Background: an optimization exercise with open tools, aiming at a short achievable clock period and few clock cycles. Do not read the settings as production practice.
The RTL was checked by simulation tests, not by an equivalence proof against the original design.
Power and IR drop assume default switching activity.

==> design.v <==
package sap2_mini_pkg;
    localparam int DATA_W = 12;
    localparam int ADDR_W = 8;
    localparam logic [3:0] OP_LDA = 4'h0, OP_ADD = 4'h1, OP_SUB = 4'h2, OP_STA = 4'h3,
                           OP_LDB = 4'h4, OP_LDX = 4'h5, OP_JMP = 4'h6, OP_JAN = 4'h7,
                           OP_JAZ = 4'h8, OP_JIN = 4'h9, OP_JIZ = 4'hA, OP_JMS = 4'hB,
                           OP_REG = 4'hF;
    localparam logic [3:0] RG_NOP = 4'h0, RG_CLA = 4'h1, RG_XCH = 4'h2, RG_DEX = 4'h3,
                           RG_INX = 4'h4, RG_CMA = 4'h5, RG_CMB = 4'h6, RG_IOR = 4'h7,
                           RG_AND = 4'h8, RG_NOR = 4'h9, RG_NAN = 4'hA, RG_XOR = 4'hB,
                           RG_BRB = 4'hC, RG_INP = 4'hD, RG_OUT = 4'hE, RG_HLT = 4'hF;
    localparam logic [DATA_W-1:0] NOP_WORD = 12'hC00;
endpackage
module sap2_mini_alu
(
    input  logic [sap2_mini_pkg::DATA_W-1:0] a,
    input  logic [sap2_mini_pkg::DATA_W-1:0] b,
    input  logic [sap2_mini_pkg::DATA_W-1:0] x,
    input  logic                             keep,   
    input  logic                             xch,
    input  logic                             cma,
    input  logic                             ior,
    input  logic                             land,
    input  logic                             lnor,
    input  logic                             nan,
    input  logic                             lxor,
    output logic [sap2_mini_pkg::DATA_W-1:0] y
);
    localparam int DW = sap2_mini_pkg::DATA_W;
    assign y = ({DW{keep}} & a) | ({DW{xch}} & x) | ({DW{cma}} & ~a) |
               ({DW{ior}} & (a | b)) | ({DW{land}} & (a & b)) |
               ({DW{lnor}} & ~(a | b)) | ({DW{nan}} & ~(a & b)) |
               ({DW{lxor}} & (a ^ b));
endmodule
module sap2_mini_cpu
(
    input  logic              clk,
    input  logic              clr,
    input  logic              prog,
    input  logic [sap2_mini_pkg::ADDR_W-1:0] a,
    input  logic [sap2_mini_pkg::DATA_W-1:0] d,
    input  logic [sap2_mini_pkg::DATA_W-1:0] i,
    output logic [sap2_mini_pkg::DATA_W-1:0] out,
    output logic              halted
);
    localparam int DW = sap2_mini_pkg::DATA_W;
    localparam int AW = sap2_mini_pkg::ADDR_W;
    localparam int NW = 1 << AW;
    logic [DW-1:0] mem [0:NW-1];
    logic [DW-1:0] areg, breg, xreg, dir, mdr;
    logic [AW-1:0] ead;
    logic [15:0]   pc_lo, pc_hi, r_lo, r_hi, d_lo, d_hi, e_lo, e_hi;
    logic [15:0]   pc_lon;   
    logic          dv, halt;
    assign halted = halt;
    function automatic logic [15:0] dec4(input logic [3:0] v);
        dec4 = 16'd1 << v;
    endfunction
    logic [DW-1:0] rd_f, rd_d;
    always_comb begin
        logic [DW-1:0] gf, gd;
        rd_f = '0;
        rd_d = '0;
        for (int h = 0; h < 16; h++) begin
            gf = '0;
            gd = '0;
            for (int l = 0; l < 16; l++) begin
                gf = gf | (mem[16*h+l] & {DW{(h < 8) ? pc_lo[l] : !pc_lon[l]}});
                gd = gd | (mem[16*h+l] & {DW{d_lo[l]}});
            end
            rd_f = rd_f | (gf & {DW{pc_hi[h]}});
            rd_d = rd_d | (gd & {DW{d_hi[h]}});
        end
    end
    logic e_lda, e_arith, e_sub, e_inp, e_akeep, e_xch, e_cma, e_ior, e_and, e_nor, e_nan, e_xor;
    logic e_ldb, e_cmb, e_ldx, e_xdec, e_xinc, e_sta, e_out;
    logic [DW-1:0] a_reg, a_fast, a_next, b_next, x_next, sum, xm1, xp1;
    logic          sum_zero;
    sap2_mini_alu u_alu_e (
        .a (areg), .b (breg), .x (xreg),
        .keep (e_akeep), .xch (e_xch), .cma (e_cma), .ior (e_ior), .land (e_and),
        .lnor (e_nor), .nan (e_nan), .lxor (e_xor),
        .y (a_reg)
    );
    assign sum = areg + mdr + DW'(e_sub);
    assign sum_zero = &(~(areg ^ mdr ^ {areg[DW-2:0] | mdr[DW-2:0], e_sub}));
    assign xm1 = xreg - 12'd1;
    assign xp1 = xreg + 12'd1;
    assign a_fast = a_reg | ({DW{e_lda}} & mdr) | ({DW{e_inp}} & i);
    assign a_next = a_fast | ({DW{e_arith}} & sum);
    assign x_next = e_ldx ? mdr : e_xdec ? xm1 : e_xinc ? xp1 : e_xch ? areg : xreg;
    assign b_next = e_ldb ? mdr : e_cmb ? ~breg : breg;
    logic [3:0]    dop, drop;
    logic [DW-1:0] mdr_next, a_dreg;
    logic          d_reg, d_lda, d_add, d_sub, d_sta, d_ldb, d_ldx;
    logic          d_cla, d_xch, d_dex, d_inx, d_cma, d_cmb, d_ior, d_and, d_nor, d_nan, d_xor;
    logic          d_inp, d_out, d_hlt, d_moda, d_logic, d_aslow, d_xslow;
    assign dop   = dir[11:8];
    assign drop  = dir[7:4];
    assign d_reg = dv && (dop == sap2_mini_pkg::OP_REG);
    assign d_lda = dv && (dop == sap2_mini_pkg::OP_LDA);
    assign d_add = dv && (dop == sap2_mini_pkg::OP_ADD);
    assign d_sub = dv && (dop == sap2_mini_pkg::OP_SUB);
    assign d_sta = dv && (dop == sap2_mini_pkg::OP_STA);
    assign d_ldb = dv && (dop == sap2_mini_pkg::OP_LDB);
    assign d_ldx = dv && (dop == sap2_mini_pkg::OP_LDX);
    assign d_cla = d_reg && (drop == sap2_mini_pkg::RG_CLA);
    assign d_xch = d_reg && (drop == sap2_mini_pkg::RG_XCH);
    assign d_dex = d_reg && (drop == sap2_mini_pkg::RG_DEX);
    assign d_inx = d_reg && (drop == sap2_mini_pkg::RG_INX);
    assign d_cma = d_reg && (drop == sap2_mini_pkg::RG_CMA);
    assign d_cmb = d_reg && (drop == sap2_mini_pkg::RG_CMB);
    assign d_ior = d_reg && (drop == sap2_mini_pkg::RG_IOR);
    assign d_and = d_reg && (drop == sap2_mini_pkg::RG_AND);
    assign d_nor = d_reg && (drop == sap2_mini_pkg::RG_NOR);
    assign d_nan = d_reg && (drop == sap2_mini_pkg::RG_NAN);
    assign d_xor = d_reg && (drop == sap2_mini_pkg::RG_XOR);
    assign d_inp = d_reg && (drop == sap2_mini_pkg::RG_INP);
    assign d_out = d_reg && (drop == sap2_mini_pkg::RG_OUT);
    assign d_hlt = d_reg && (drop == sap2_mini_pkg::RG_HLT);
    assign mdr_next = ((e_sta && (ead == dir[7:0])) ? areg : rd_d) ^ {DW{d_sub}};
    assign d_logic = d_cma || d_ior || d_and || d_nor || d_nan;
    assign d_moda  = d_cla || d_xch || d_logic || d_xor;
    sap2_mini_alu u_alu_d (
        .a (a_fast), .b (b_next), .x (x_next),
        .keep (1'b0), .xch (d_xch), .cma (d_cma), .ior (d_ior), .land (d_and),
        .lnor (d_nor), .nan (d_nan), .lxor (d_xor),
        .y (a_dreg)
    );
    logic [DW-1:0] ceq;
    logic          sum_eq_b;
    assign ceq      = {(b_next[DW-2:0] & areg[DW-2:0] & mdr[DW-2:0]) |
                       (~b_next[DW-2:0] & (areg[DW-2:0] | mdr[DW-2:0])), e_sub};
    assign sum_eq_b = &(~(areg ^ mdr ^ b_next ^ ceq));
    assign d_aslow = d_lda || d_add || d_sub || d_inp || (d_logic && e_arith);
    assign d_xslow = d_ldx || (d_xch && e_arith);
    logic a_neg, a_zero, x_neg, x_zero;
    always_comb begin
        if (d_xor && e_arith) begin
            a_neg  = sum[DW-1] ^ b_next[DW-1];
            a_zero = sum_eq_b;
        end else if (d_moda) begin
            a_neg  = a_dreg[DW-1];
            a_zero = (a_dreg == '0);
        end else if (e_arith) begin
            a_neg  = sum[DW-1];
            a_zero = sum_zero;
        end else begin
            a_neg  = a_fast[DW-1];
            a_zero = (a_fast == '0);
        end
    end
    logic [DW-1:0] xm2, xp2, mm1, mp1, am1, ap1;
    logic          xz_e, xn_e, xz_m, xn_m, xz_p, xn_p;
    assign xm2 = xreg - 12'd2;
    assign xp2 = xreg + 12'd2;
    assign mm1 = mdr - 12'd1;
    assign mp1 = mdr + 12'd1;
    assign am1 = areg - 12'd1;
    assign ap1 = areg + 12'd1;
    always_comb begin
        if (e_ldx) begin
            xz_e = (mdr == '0); xn_e = mdr[DW-1];
            xz_m = (mm1 == '0); xn_m = mm1[DW-1];
            xz_p = (mp1 == '0); xn_p = mp1[DW-1];
        end else if (e_xdec) begin
            xz_e = (xm1 == '0); xn_e = xm1[DW-1];
            xz_m = (xm2 == '0); xn_m = xm2[DW-1];
            xz_p = (xreg == '0); xn_p = xreg[DW-1];
        end else if (e_xinc) begin
            xz_e = (xp1 == '0); xn_e = xp1[DW-1];
            xz_m = (xreg == '0); xn_m = xreg[DW-1];
            xz_p = (xp2 == '0); xn_p = xp2[DW-1];
        end else if (e_xch) begin
            xz_e = (areg == '0); xn_e = areg[DW-1];
            xz_m = (am1 == '0); xn_m = am1[DW-1];
            xz_p = (ap1 == '0); xn_p = ap1[DW-1];
        end else begin
            xz_e = (xreg == '0); xn_e = xreg[DW-1];
            xz_m = (xm1 == '0); xn_m = xm1[DW-1];
            xz_p = (xp1 == '0); xn_p = xp1[DW-1];
        end
    end
    always_comb begin
        if (d_xch) begin
            x_zero = (a_fast == '0); x_neg = a_fast[DW-1];
        end else if (d_dex) begin
            x_zero = xz_m; x_neg = xn_m;
        end else if (d_inx) begin
            x_zero = xz_p; x_neg = xn_p;
        end else begin
            x_zero = xz_e; x_neg = xn_e;
        end
    end
    logic [DW-1:0] w;
    logic [3:0]    fop;
    logic [15:0]   t_lo, t_hi, s_lo, s_hi;
    logic          hold_e, jan_t, jaz_t, jin_t, jiz_t;
    logic          taken, cstall, brb, jms, sel_t, sel_r, sel_s, sel_h;
    assign w   = rd_f;
    assign fop = w[11:8];
    assign hold_e = halt || p_r || (d_sta && (|(d_lo & pc_lo)) && (|(d_hi & pc_hi))) ||
                    (e_sta && (|(e_lo & pc_lo)) && (|(e_hi & pc_hi)));
    assign jan_t = a_neg  && !d_aslow;
    assign jaz_t = a_zero && !d_aslow;
    assign jin_t = x_neg  && !d_xslow;
    assign jiz_t = x_zero && !d_xslow;
    always_comb begin
        taken  = 1'b0;
        cstall = 1'b0;
        case (fop)
            sap2_mini_pkg::OP_JMP: taken = 1'b1;
            sap2_mini_pkg::OP_JMS: taken = 1'b1;
            sap2_mini_pkg::OP_JAN: begin taken = jan_t; cstall = d_aslow; end
            sap2_mini_pkg::OP_JAZ: begin taken = jaz_t; cstall = d_aslow; end
            sap2_mini_pkg::OP_JIN: begin taken = jin_t; cstall = d_xslow; end
            sap2_mini_pkg::OP_JIZ: begin taken = jiz_t; cstall = d_xslow; end
            default: ;
        endcase
    end
    assign brb   = (fop == sap2_mini_pkg::OP_REG) && (w[7:4] == sap2_mini_pkg::RG_BRB);
    assign jms   = (fop == sap2_mini_pkg::OP_JMS);
    assign sel_t = !hold_e && taken;
    assign sel_r = !hold_e && brb;
    assign sel_h = hold_e || cstall;
    assign sel_s = !hold_e && !taken && !brb && !cstall;
    assign t_lo = dec4(w[3:0]);
    assign t_hi = dec4(w[7:4]);
    assign s_lo = {pc_lo[14:0], pc_lo[15]};
    assign s_hi = pc_lo[15] ? {pc_hi[14:0], pc_hi[15]} : pc_hi;
    logic [15:0] pc_lo_next;
    assign pc_lo_next = ({16{sel_t}} & t_lo) | ({16{sel_r}} & r_lo) |
                        ({16{sel_s}} & s_lo) | ({16{sel_h}} & pc_lo);
    always_ff @(posedge clk or posedge clr) begin
        if (clr) begin
            pc_lo  <= 16'd1; pc_lon <= ~16'd1; pc_hi <= 16'd1;
            r_lo   <= 16'd1; r_hi   <= 16'd1;
            dv     <= 1'b0;
        end else begin
            pc_lo  <= pc_lo_next;
            pc_lon <= ~pc_lo_next;
            pc_hi <= ({16{sel_t}} & t_hi) | ({16{sel_r}} & r_hi) |
                     ({16{sel_s}} & s_hi) | ({16{sel_h}} & pc_hi);
            if (jms && !hold_e) begin
                r_lo <= s_lo;
                r_hi <= s_hi;
            end
            if (!halt) dv <= !sel_h;
        end
    end
    always_ff @(posedge clk or posedge clr) begin
        if (clr) begin
            areg    <= '0; breg <= '0; xreg <= '0;
            e_lda   <= 1'b0; e_arith <= 1'b0; e_sub <= 1'b0; e_inp <= 1'b0; e_akeep <= 1'b1;
            e_xch   <= 1'b0; e_cma   <= 1'b0; e_ior <= 1'b0; e_and <= 1'b0; e_nor   <= 1'b0;
            e_nan   <= 1'b0; e_xor   <= 1'b0; e_ldb <= 1'b0; e_cmb <= 1'b0; e_ldx   <= 1'b0;
            e_xdec  <= 1'b0; e_xinc  <= 1'b0; e_sta <= 1'b0; e_out <= 1'b0;
            out     <= '0; halt <= 1'b0;
        end else if (!halt) begin
            areg    <= a_next;
            breg    <= b_next;
            xreg    <= x_next;
            if (e_out) out <= areg;
            e_lda   <= d_lda;
            e_arith <= d_add || d_sub;
            e_sub   <= d_sub;
            e_inp   <= d_inp;
            e_akeep <= !(d_lda || d_add || d_sub || d_inp || d_moda);
            e_xch   <= d_xch;
            e_cma   <= d_cma;
            e_ior   <= d_ior;
            e_and   <= d_and;
            e_nor   <= d_nor;
            e_nan   <= d_nan;
            e_xor   <= d_xor;
            e_ldb   <= d_ldb;
            e_cmb   <= d_cmb;
            e_ldx   <= d_ldx;
            e_xdec  <= d_dex;
            e_xinc  <= d_inx;
            e_sta   <= d_sta;
            e_out   <= d_out;
            if (d_hlt) halt <= 1'b1;
        end
    end
    always_ff @(posedge clk) begin
        if (!halt) begin
            dir  <= w;
            d_lo <= t_lo;
            d_hi <= t_hi;
            ead  <= dir[7:0];
            e_lo <= d_lo;
            e_hi <= d_hi;
            mdr  <= mdr_next;
        end
    end
    logic          p_r, st_run;
    logic [AW-1:0] a_r;
    logic [DW-1:0] d_r, wdata;
    always_ff @(posedge clk) begin
        p_r <= prog;
        a_r <= a;
        d_r <= d;
    end
    assign st_run = e_sta && !halt;
    assign wdata  = st_run ? areg : d_r;
    for (genvar k = 0; k < NW; k++) begin : g_word
        always_ff @(posedge clk) begin
            if ((p_r && (a_r == AW'(k))) || (st_run && e_lo[k%16] && e_hi[k/16]))
                mem[k] <= wdata;
        end
    end
endmodule
==> run.sh <==
#!/bin/bash
# synth_recipe.tcl (not shown) runs the flow's synth.tcl, then flattens the netlist and writes it again
# the make line also repeats each setting of config.mk as NAME=value (left out here)
make -C /OpenROAD-flow-scripts/flow DESIGN_CONFIG=/design/flow/config.mk WORK_HOME=/design/flow/orfs CLKGATE_MAP_FILE= SYNTH_SCRIPT=/design/flow/synth_recipe.tcl finish
==> config.mk <==
export PLATFORM = sky130hd
export DESIGN_NAME = sap2_mini_cpu
export DESIGN_NICKNAME = sap2_mini_cpu
export VERILOG_FILES = /design/flow/design.v
export SDC_FILE = /design/flow/constraint.sdc
export NUM_CORES = 4
export LEC_CHECK = 0
export ABC_CLOCK_PERIOD_IN_PS = 3000
export CAP_MARGIN = 70
export CORE_MARGIN = 2
export CORE_UTILIZATION = 50
export SETUP_SLACK_MARGIN = 5
export SLEW_MARGIN = 70
==> constraint.sdc <==
create_clock -name core_clock -period 9.0 [get_ports {clk}]
set_input_delay 1.8000 -clock core_clock [delete_from_list [all_inputs] [get_ports {clk}]]
set_output_delay 1.8000 -clock core_clock [all_outputs]
set_load 0.01 [all_outputs]
==> impl_metrics.csv, run 1 <==
group,metric,value,unit
timing,fin_crit,4.95,ns
timing,slew-limit-headroom,62.6,%
setup_path,critPathMaxStageDelay,0.60,ns
die,die_area,299000,µm²
clock_network,clockBufferDepth,4,
logic_synthesis,synthTopCellsByArea,"edfxtp_1 (65%), a22o_1 (8.2%), a221oi_1 (6.6%)",
logic_synthesis,synthArstFlopShare,4.46,%
pwr,power_density,219,nW/µm²
cells_and_area,stdcell_count,15200,
place,dpl.hpwl,459000,µm
logic_synthesis,synth_edf_count,3168,
cells_and_area,fin_util,61.8,%
clock_network,worst_skew_pair.late_latency,1.00,ns
worst_hold_path,worstHoldStart,"out[0]",
timing,worst_pin_slew,0.561,ns
pwr,vdd_drop_max,223,µV
place,place_inst,14100,
cells_and_area,largest_reg_flops,3072,
grt,grt_first_pass_wirelength,1020000,µm
worst_hold_path,holdCritPathClass,"reg2reg",
setup_path,path_delay_family,"simple AND/OR/NAND/NOR gates",
setup_path,cp_data_required_time,9.89,ns
grt,antenna_found_initial,63,
logic_synthesis,ys.warnings.count,2,
setup_path,path_cells,"buf_16 > buf_12 > a221oi_2 > nand4_1 > a22oi_2 > and4_4 > nand4b_1 > buf_6 > or4b_4 > o41ai_4 > nor3_4 > buf_12 > buf_16 > or4_4 > nand3_2",
logic_synthesis,synth.distinct_cells,84,
grt,grt_pass1_vias,115000,
cells_and_area,syn2layout_area_growth,23.1,%
die,die_h,547,µm
logic_synthesis,ys_dominant_reg_cell,"edfxtp_1",
timing,hold_viol,0,
setup_path,worstPathArrival,5.85,ns
clock_network,cts_sinks,3338,
logic_synthesis,synth_cells,10100,
logic_synthesis,avgSynthCellArea,14.5,µm²
clock_network,cts_tree,"done",
drt,post_drt_via_cell_ratio,8.29,
drt,drtIter0Drc,27200,
setup_path,r2r-end,"pc_hi[11]",
worst_hold_path,whs_path_depth,2,
logic_synthesis,synth_nets,10300,
setup_path,cp_slowest_cell,"dfrtp_4",
logic_synthesis,synth_top_area_share,64.6,%
logic_synthesis,synth.largest_area_cell,"edfxtp_1",
logic_synthesis,synth_seq_cells,3338,
drt,drcViolationCount,0,
setup_path,rrSetupSlack,4.05,ns
drt,ant_nets,0,
logic_synthesis,yosysSeqAreaShare,67.4,%
clock_network,htree_levels,5,
timing,finalMaxSlewViolations,0,
logic_synthesis,netlist_area,147000,µm²
cells_and_area,layout_common_cells,"edfxtp_1 (3,168), a22o_1 (1,210), a221oi_1 (1,087)",
drt,dr.pass1.iters,14,
die,core_area,294000,µm²
flow_run,max_cap_violations,0,
setup_path,worst-path-stages,15,
die,num_io_pins,48,
die,initial_utilization,50.2,%
setup_path,endpoint_kind,"flip-flop",
worst_hold_path,hold_end,"out[0]",
drt,wirelength,767000,µm
grt,grt_max_degree,81,
pwr,power_leakage,61.1,nW
cells_and_area,nNetsFinal,11000,
drt,vias,126000,
timing,max_freq,0.202,GHz
timing,final.setup.tns,0,ns
clock_network,cts_root_buf,"clkbuf_16",
setup_path,critPathBufInv,5,
timing,rsz0062_at_grt,"true",
setup_path,startpoint_type,"flip-flop",
setup_path,r2r-start,"pc_lo[1]",
run_status,outcome,"complete, no violations",
setup_path,worstPathMaxFanout,29,
grt,grt.total_usage,49.7,%
timing,period_share,55.0,%
die,rows,199,
drt,wl_per_cell,50.6,µm
place,gp_congestion,1.08,
clock_network,cts_buffers,353,
timing,hold_ws,0.485,ns
setup_path,r2r_cells,15,
cells_and_area,top_register,"mem",
cells_and_area,drive_above_1_share,23.3,%
timing,clock_skew,0.0697,ns
timing,setup_violations,0,
setup_path,critPathLaunch,"pc_lo[1]",
clock_network,cts.clk_slew.worst_paths,0.06,ns
place,port-buffer-count,47,
cells_and_area,final_common_cell,"edfxtp_1",
setup_path,crit_type,"reg2reg",
grt,grt_overflow,0,
die,die_w,547,µm
==> power breakdown <==
| group | internal (mW) | switching, mW | total, mW | leakage, nW |
|---|---|---|---|---|
| registers | 17.1 | 0.247 | 17.4 | 30.4 |
| logic | 2.38 | 4.74 | 7.13 | 24.9 |
| clock network | 8.57 | 6.57 | 15.1 | 5.71 |
| total | 28.1 | 11.6 | 39.6 | 61.1 |
==> synthesized netlist by cell type (17+ instances only) <==
cell type and instances:
or3_1 20, o211ai_1 22, a221oi_1 1111, xor2_1 49, nand2b_1 27, nand3_1 187, buf_2 131, ha_1 77
nor4_1 32, mux2i_1 51, a221o_1 34, buf_1 189, mux2_2 49, dfxtp_1 21, and4_1 18, a22oi_1 645
a2111oi_0 150, a22o_1 1372, a21oi_1 69, xnor2_1 33, nand2_1 269, and2_1 22, o211a_1 17, dfrtp_1 129
or4_1 23, inv_1 88, o31ai_1 18, nor2_1 124, nor2b_1 455, nor3_1 54, edfxtp_1 3168, clkbuf_1 585
dfstp_2 20, nand4_1 414, o41ai_1 36, o21ai_0 229
==> per-stage QoR <==
stage / setup WS (ns) / total power [mW] / instance area [µm²]
after floorplan: 4.20 / 19.9 / 147000
after global placement: 2.59 / 22.4 / 154000
after detailed placement: 2.98 / 22.8 / 163000
after CTS: 4.41 / 38.7 / 180000
after global routing: 4.22 / 39.8 / 181000
final: 4.05 / 39.6 / 181000
==> cells by family after synthesis <==
group / Yosys count / share of synthesized area [%]
AO/OA/AOI/OAI: 3796 / 21.2
flip-flops: 3338 / 67.4
AND/OR/NAND/NOR: 1719 / 6.55
buffers and inverters: 1011 / 2.72
multiplexers: 100 / 0.721
adder cells (fa/ha/maj): 90 / 0.831
XOR/XNOR: 82 / 0.488
==> timing repair <==
item / in CTS / in global routing
setup buffers: 223 / 29
hold buffers: 0 / 0
pin swaps: 109 / 54
gates cloned: 50 / 3
endpoints found under the setup margin: 118 / 121
gates resized for setup: 378 / 108
==> worst reg2reg max path, delay by kind of cell (launching register included) <==
| family | cells | cell delay [ns] |
|---|---|---|
| flops | 1 | 0.60 |
| compound gates | 3 | 1.20 |
| buf+inv | 5 | 0.95 |
| simple gates | 7 | 2.10 |
==> layout make-up <==
type / count / area, µm²
fillers: 21500 / 112000
flip-flops and latches: 3338 / 99500
multi-input cells: 5787 / 48800
repair buffers: 1337 / 15700
clock buffers: 431 / 9400
well taps: 3919 / 4900
clock inverters: 220 / 2400
inverters: 94 / 542
diodes: 38 / 95.1
repair inverters: 1 / 8.76
==> worst max path at each step <==
stage                endpoint  slack, ns
CTS                 pc_hi[14]       4.41
floorplan           pc_hi[10]       4.20
finish              pc_hi[11]       4.05
detailed placement  pc_hi[10]       2.98
global route        pc_hi[11]       4.22
global placement    pc_lon[0]       2.59
==> routing by layer <==
metal  GRT usage, %  wire length (µm)  vias up
met3           26.4            147000     4397
li1               -                 -    44900
met5           2.83              1950        -
met1           60.3            242000    61500
met2           66.4            297000    14900
met4           36.9             78800       82
Testbench counts, summed over its fixed seeds: cycles 14,581.
==> inputs of run 2 (changes only) <==
--- a/config.mk
+++ b/config.mk
@@ -11,3 +11,4 @@
 export CORE_UTILIZATION = 50
 export SETUP_SLACK_MARGIN = 5
 export SLEW_MARGIN = 70
+export TNS_END_PERCENT = 10
==> run 2 against run 1 <==
Against the previous run:
- first-iteration DRC count fell by 5.4%
- via count fell by 1.5%
- clock skew rose by 0.0097 ns
- critical path depth rose by 2
- non-clock buffer count fell by 29
- die area did not move
- combinational power fell by 4.3%
- global-route usage fell by 0.62 points
- clock power fell by 4%
- cell area fell by 1.1%
- flip-flop and latch count did not move
- critical path type unchanged
==> impl_metrics.csv, run 2 <==
group,metric,value,unit
run_status,outcome,"complete, no violations",
place,port-buffer-count,47,
timing,rsz0062_at_grt,"true",
clock_network,cts_sinks,3338,
pwr,switching_share,29.2,%
setup_path,critPathBufInv,7,
clock_network,cts.clk_slew.worst_paths,0.07,ns
cells_and_area,nFillCells,21800,
setup_path,cp_data_required_time,9.85,ns
clock_network,clockBufferDepth,4,
timing,finalMaxSlewViolations,0,
drt,post_drt_via_cell_ratio,8.20,
clock_network,worst_skew_pair.late_latency,1.00,ns
cells_and_area,register_area,99400,µm²
grt,grt_first_pass_wirelength,1000000,µm
pwr,clkPwrFrac,37.6,%
cells_and_area,multi_input_comb_area,48400,µm²
logic_synthesis,synth.largest_area_cell,"edfxtp_1",
setup_path,critPathMaxStageDelay,0.57,ns
logic_synthesis,synth.distinct_cells,84,
setup_path,worstPathArrival,5.79,ns
timing,final.setup.tns,0,ns
logic_synthesis,yosys-top-cells-count,"edfxtp_1 (3,168), a22o_1 (1,372), a221oi_1 (1,111)",
timing,fin_crit,4.94,ns
logic_synthesis,ys.warnings.count,2,
logic_synthesis,netlist_area,147000,µm²
timing,hold_viol,0,
cells_and_area,final_common_cell,"edfxtp_1",
place,placed_area,162000,µm²
cells_and_area,nNetsFinal,11000,
logic_synthesis,yosysMostFrequentCell,"edfxtp_1",
clock_network,cts_buffers,348,
drt,ant_nets,0,
pwr,vdd_drop_max,203,µV
setup_path,endpoint_kind,"flip-flop",
pwr,p_int,27.4,mW
logic_synthesis,ys_dominant_reg_cell,"edfxtp_1",
logic_synthesis,synth_top_area_share,64.6,%
pwr,finalPower,38.7,mW
timing,setup_violations,0,
drt,drtIter0Drc,25700,
cells_and_area,largest_reg_flops,3072,
cells_and_area,layout_common_cells,"edfxtp_1 (3,168), a22o_1 (1,212), a221oi_1 (1,093)",
pwr,pwr-share-comb,17.6,%
logic_synthesis,synth_edf_count,3168,
cells_and_area,syn2layout_area_growth,21.8,%
pwr,power_leakage,60.2,nW
timing,slew-limit-headroom,60.1,%
setup_path,startpoint_type,"flip-flop",
clock_network,cts_root_buf,"clkbuf_16",
clock_network,htree_levels,5,
clock_network,cts_tree,"done",
logic_synthesis,synthTopCellsByArea,"edfxtp_1 (65%), a22o_1 (8.2%), a221oi_1 (6.6%)",
die,die_area,299000,µm²
grt,antenna_found_initial,63,
timing,worst_pin_slew,0.598,ns
die,rows,199,
clock_network,ctsHoldBuffers,0,
timing,period_share,54.9,%
die,num_io_pins,48,
die,initial_utilization,50.2,%
logic_synthesis,synth_nets,10300,
place,dpl.hpwl,463000,µm
cells_and_area,fin_area,179000,µm²
die,die_w,547,µm
setup_path,worstPathMaxFanout,35,
pwr,p_seq_share,44.8,%
cells_and_area,top_register,"mem",
pwr,power_density,216,nW/µm²
timing,clock_skew,0.0794,ns
drt,dr.pass1.iters,14,
worst_hold_path,holdCritPathClass,"reg2reg",
flow_run,max_cap_violations,0,
grt,grt.total_usage,49.1,%
grt,grt_pass1_vias,113000,
setup_path,path_delay_family,"simple AND/OR/NAND/NOR gates",
cells_and_area,drive_above_1_share,22.5,%
logic_synthesis,synth_cells,10100,
die,core_area,294000,µm²
drt,wl_per_cell,50.2,µm
setup_path,path_cells,"buf_12 > inv_12 > buf_16 > a2111oi_2 > nand4_1 > a22oi_2 > and4_4 > nand3_4 > or4b_4 > o41ai_4 > nor3_4 > buf_6 > buf_8 > buf_12 > buf_16 > nand3_4 > o211ai_1",
logic_synthesis,yosysSeqAreaShare,67.4,%
logic_synthesis,avgSynthCellArea,14.5,µm²
setup_path,crit_type,"reg2reg",
grt,grt_overflow,0,
grt,grt_max_degree,81,
drt,wirelength,759000,µm
logic_synthesis,synthArstFlopShare,4.46,%
drt,drcViolationCount,0,
setup_path,cp_slowest_cell,"dfstp_2",
logic_synthesis,synth_seq_cells,3338,
pwr,power_switching,11.3,mW
timing,hold_ws,0.484,ns
cells_and_area,fin_util,61.1,%
place,gp_congestion,1.05,
die,die_h,547,µm
drt,vias,124000,
timing,max_freq,0.202,GHz
run 2: cell counts after synthesis:
Identical to the previous run, type by type.
run 2: layer usage:
layer,global-route usage [%],share of wire [%],vias up,routed length (µm)
li1,-,-,44800,-
met1,61.0,33,61000,247000
met2,66.4,39,14200,299000
met3,23.1,18,3826,138000
met4,36.2,9.7,77,74000
met5,2.18,0.20,-,1500
run 2: final timing paths:
check | start | end | slack [ns] | cells past startpoint
worst min register to register | out[6] | out[6] | 0.48 | 2
worst max-delay path | pc_lon[1] | pc_lo[13] | 4.06 | 17
worst max register to register | pc_lon[1] | pc_lo[13] | 4.06 | 17
worst min-delay path | out[6] | out[6] | 0.48 | 2
max in group asynchronous | clr | pc_hi[0] | 6.63 | 6
min in group asynchronous | clr | xreg[6] | 1.13 | 2
run 2: per-stage QoR:
step	setup WS, ns	cells
after floorplan	4.04	10100
after global placement	2.40	13600
after detailed placement	2.79	14100
after CTS	4.49	15000
after global routing	4.21	15100
final	4.06	15100
run 2: timing repair:
item,in CTS,in global routing
gates resized for setup,359,60
buffers inserted,213,30
setup endpoints to repair,124,118
cloned,31,7
pin swaps,91,33
run 2: power groups by stage:
stage	logic, mW	registers, mW	clock network (mW)
floorplan	2.36	17.5	0
global placement	4.58	17.8	0
detailed placement	5.06	17.7	0
CTS	6.06	17.3	14.4
finish	6.82	17.3	14.5
global route	6.59	17.3	15.0
run 2: layout make-up:
class                           count  area share (%)
Multi-Input combinational cell   5787            27.0
Timing Repair inverter              3          0.0160
Clock inverter                    205            1.18
Timing Repair Buffer             1308            8.19
Inverter                           94           0.318
Sequential cell                  3338            55.4
Antenna cell                       34          0.0474
Clock buffer                      426            5.07
Tap cell                         3919            2.73
run 2: cell families (layout without fill, tap and decap cells):
kind of cell    count (synthesis)  after routing  synth area share (%)
compound gates               3796           3796                  21.2
xor+xnor                       82             82                 0.488
fa+ha+maj                      90             90                 0.831
buf+inv                      1011           2036                  2.72
flops                        3338           3338                  67.4
mux                           100            100                 0.721
other cells                     0             34                     0
simple gates                 1719           1719                  6.55
run 2: tightest hold or removal path, stage by stage, from the launching register on:
cell and delay (ns):
dfrtp_1 0.34, nand2_1 0.04, o21ai_0 0.06

[what the ideal ports hide]
The flow's constraints put no driver on any port. The routed layouts listed below were extracted and timed again, unchanged, in two steps.
Step 1: set_driving_cell puts a clkbuf_16 on clk and a buf_2 on each other input, an assumption about the parent block.
Step 2 moves the port delays by t, midway between the first and last clock arrival at a register: inputs arrive t later, outputs are due t later. That takes back most of the time a late clock gives input paths.
Three values: ideal, step 1, step 2; two values: the first two.
run | shift t [ns] | slack for setup (ns) | worst setup path at the end | worst slew at a driven data input, ns
run 1 | 1.077 | 4.048 / 4.048 / 3.502 | input to register | 0.07
run 2 | 1.063 | 4.059 / 4.059 / 3.388 | input to register | 0.08
After both steps every run listed still meets setup and hold. The setup slack of run 2, which loses most, moves by 0.000 ns with the drivers and by -0.671 ns with both steps.
